From an optimization exercise on the open Yosys and OpenROAD flow, aimed at small area; shortcuts taken in it are not production practice.
Where RTL was checked, it was by simulation tests only, not by an equivalence proof against the original.
Power is estimated from default activity; no workload was simulated.

JK:
Design motor_channel, start of the top module:
module motor_channel
(
	input  wire                             fpga_clk_50,
	input  wire                             hps_fpga_reset_n,
	input  wire [1:0]                       enc,       
	input  wire                             cmd_req,
	input  wire [60:0]                      cmd,       
	output logic                            cmd_ack,
	output logic signed [32-1:0]   count,
	output logic signed [16-1:0]   speed,
	output logic [8-1:0]           duty,
	output logic                            fwd,
	output logic                            rev,
	output logic                            pwm
);
For scale: ~1200 cells after synthesis, ~130 I/O pins, ~0.012 mm2 of cells after synthesis.
clock: 20.0 ns
lec_check: 0
cap_margin: 20
core_margin: 2
core_utilization: 40
cts_buf_list: sky130_fd_sc_hd__clkbuf_8
cts_cluster_diameter: 60
cts_cluster_size: 20
slew_margin: 20
standard.sh (not shown) runs the stock make flow with config.mk's settings and CLKGATE_MAP_FILE= SYNTH_SCRIPT=/design/flow/synth_recipe.tcl, a recipe that flattens the netlist after the stock synthesis.
==> flow/flow/run.sh <==
#!/bin/bash
# standard layout, with the port buffers made of the smallest buffer cell
cp standard.sh standard_copy.txt
export BUFFER_PORTS_ARGS="-buffer_cell sky130_fd_sc_hd__buf_1"
bash standard.sh > standard.log 2>&1
Both conditions hold for JK: the flow ran to the end and the final layout passed the timing, DRC and antenna checks.
## Diff of input files: MS against JK
Settings: CTS_BUF_LIST changed from sky130_fd_sc_hd__clkbuf_8 to sky130_fd_sc_hd__clkbuf_16; CTS_CLUSTER_SIZE changed from 20 to 16.
Against JK, wire length in MS came out better.
MS against JK: setup slack dropped 0.0080 ns; utilization after layout higher; clock-pin slew on the worst setup and hold paths went down 0.04 ns; combinational group share of total power -0.3 points.
Between MS and JK, the final antenna diode count figures differ only marginally.
--- input diff MS..AL ---
Settings: changing CTS_CLUSTER_DIAMETER from 60 to 50; changing CTS_BUF_LIST from sky130_fd_sc_hd__clkbuf_16 to sky130_fd_sc_hd__clkbuf_4 sky130_fd_sc_hd__clkbuf_8.
Results
- Diff AL..MS | maximum number of buffers from clock root to sink | unchanged
- AL falls short of MS in clock skew.
- Final cell count essentially unchanged between MS and AL.
- Relative to MS, AL improves cell area after layout.
No functional check of the RTL was part of any run of this note.

---

Setup of red:
Another version of the RTL of motor_channel (not shown whole).
Size in the first run: about 910 cells after synthesis, about 130 I/O pins, ~11000 um^2 of cells after synthesis.
export LEC_CHECK = 0
export CAP_MARGIN = 20
export CORE_MARGIN = 2
export CORE_UTILIZATION = 40
export CTS_BUF_LIST = sky130_fd_sc_hd__clkbuf_16
export CTS_CLUSTER_DIAMETER = 80
export CTS_CLUSTER_SIZE = 30
export SLEW_MARGIN = 20
create_clock -name core_clock -period 20.0 [get_ports {fpga_clk_50}]
==> flow/flow/run.sh <==
#!/bin/bash
# standard layout, with the port buffers made of the smallest buffer cell
export BUFFER_PORTS_ARGS="-buffer_cell sky130_fd_sc_hd__buf_1"
export CTS_ARGS="-sink_clustering_enable -repair_clock_nets -buf_list sky130_fd_sc_hd__clkbuf_16 -sink_clustering_size 30 -sink_clustering_max_diameter 80 -dont_use_dummy_load"
bash standard.sh > standard.log 2>&1
red did not stop at any stage, and its layout met the timing, DRC and antenna checks.
Here is what was changed in the inputs of blue compared with red.
==> flow/flow/run.sh <==
#!/bin/bash
# standard layout, with the port buffers made of the smallest buffer cell
export BUFFER_PORTS_ARGS="-buffer_cell sky130_fd_sc_hd__buf_1"
export CTS_ARGS="-sink_clustering_enable -repair_clock_nets -buf_list {sky130_fd_sc_hd__clkbuf_4 sky130_fd_sc_hd__clkbuf_8 sky130_fd_sc_hd__clkbuf_16} -sink_clustering_size 30 -sink_clustering_max_diameter 80 -dont_use_dummy_load"
bash standard.sh > standard.log 2>&1
Findings:
blue finished end to end and its layout was clean on timing, DRC and antenna. Total clock sinks: blue vs red identical. blue vs. red: routed wire length was more or less identical; antenna violation net count after detailed routing level; clock skew flat; total setup violations reported at the end of the flow ~0 delta; number of remaining DRC errors shows no meaningful change. ~same routed metal-1 wirelength in red and blue. Starting utilization of the core area across red and blue: no real change. red -> blue: met1 layer usage reported by global route delta 0, exact match. From red to blue, buffer and inverter count on the worst path did not move at all.
--- input diff blue..green ---
==> flow/flow/run.sh <==
#!/bin/bash
# standard layout, with the port buffers made of the smallest buffer cell
export BUFFER_PORTS_ARGS="-buffer_cell sky130_fd_sc_hd__buf_1"
export CTS_ARGS="-sink_clustering_enable -repair_clock_nets -dont_use_dummy_load -buf_list sky130_fd_sc_hd__clkbuf_4 -sink_clustering_buffer sky130_fd_sc_hd__clkbuf_8 -sink_clustering_size 18 -sink_clustering_max_diameter 55"
bash standard.sh > standard.log 2>&1
[summary]
Per the comparison of green with blue, worst endpoint data arrival time rose 0.21 ns, via count now sits higher, total power consumption of the routed design lost 0.028 mW, via count normalized by instance count essentially unchanged.
green against blue; number of nets at the end of the flow is up slightly.
Between blue and green, the flow reports routed wire length increasing slightly.
Number of clock buffer instances in the layout, blue and green: higher on green
green vs. blue: area overhead of the layout relative to synthesis -0.30 points; post-route cell area ~0 delta.
Here is what was changed in the inputs of orange compared with green.
==> flow/flow/run.sh <==
#!/bin/bash
# standard layout, with the port buffers made of the smallest buffer cell
cp standard.sh standard_copy.txt
export BUFFER_PORTS_ARGS="-buffer_cell sky130_fd_sc_hd__buf_1"
bash standard.sh > standard.log 2>&1
## What came out
- orange: PASS, flow complete, no timing, DRC or antenna violations
- Looking at the reports, green completed the entire flow and the layout it produced met the timing, DRC and antenna checks.
- Looking at fraction of area in registers, orange sits below green.
- In orange the share of layout cells above drive strength 1 turned out 0.29 points lower than in green.
- Highest ir drop seen on vdd was higher in the run labelled orange.
- Compared with green, in orange overall fraction of global-route tracks in use stayed essentially flat, growth of design area from synthesis to finish rose by 1.5 points, number of iterations in the first detailed-routing pass fell by 2.
- On orange: power is about 9% higher than what green gave.
- Going from green to orange, the routed wire length was found to have gone down by 76 um.

---

motor_channel with an RTL version that a note above also has.
Size: about 1200 cells after synthesis, roughly 12000 um2 of cells after synthesis.
clock: 20.0 ns
lec_check: 0
cap_margin: 20
core_margin: 2
core_utilization: 40
cts_buf_list: sky130_fd_sc_hd__clkbuf_16
cts_cluster_diameter: 80
cts_cluster_size: 30
slew_margin: 20
==> flow/flow/run.sh <==
#!/bin/bash
# standard layout, with the port buffers made of the smallest buffer cell
cp standard.sh standard_copy.txt
export BUFFER_PORTS_ARGS="-buffer_cell sky130_fd_sc_hd__buf_1"
bash standard.sh > standard.log 2>&1
The starting point produced a clean layout.
Then changed:
CTS_BUF_LIST = sky130_fd_sc_hd__clkbuf_8   (was sky130_fd_sc_hd__clkbuf_16)
CTS_CLUSTER_DIAMETER = 50   (was 80)
CTS_CLUSTER_SIZE = 12   (was 30)
Outcome: The changed run produced a clean layout; die area is unchanged; utilization increases by 0.61 points; via count increases slightly; sequential power is about the same; worst setup slack degrades by 0.015 ns.
No functional check of the RTL was part of any run of this note.

==> re-timing with driven ports <==
The results above use ideal ports. As a check the final layouts listed here were re-extracted and re-timed, cells and wires unchanged. Step 1 sets driving cells, clkbuf_16 on the clock port and buf_2 on the other inputs (assumed; they add their load-dependent delay and slew). Step 2 adds t to the input delays and takes it off the output delays; t is the mean of the earliest and latest rising clock arrival at the registers after step 1. Input paths then give back, and output paths get back, about the clock's delay inside the block. a / b / c = no drivers / after step 1 / after step 2; a / b = the first two.
run | shift t [ns] | setup slack, ns | worst data-port slew with drivers (ns)
JK | 0.618 | 13.575 / 13.575 / 13.575 | 0.06
MS | 0.585 | 13.567 / 13.567 / 13.567 | 0.06
AL | 0.613 | 13.603 / 13.603 / 13.603 | 0.06
red | 0.519 | 6.197 / 6.197 / 6.197 | 0.03
blue | 0.519 | 6.197 / 6.197 / 6.197 | 0.03
green | 0.720 | 6.197 / 6.197 / 6.197 | 0.03
orange | 0.532 | 6.191 / 6.191 / 6.191 | 0.03
the first run of note 3 | 0.534 | 13.608 / 13.608 / 13.608 | 0.05
the second run of note 3 | 0.561 | 13.593 / 13.593 / 13.593 | 0.05
After both steps every run listed still meets setup and hold.
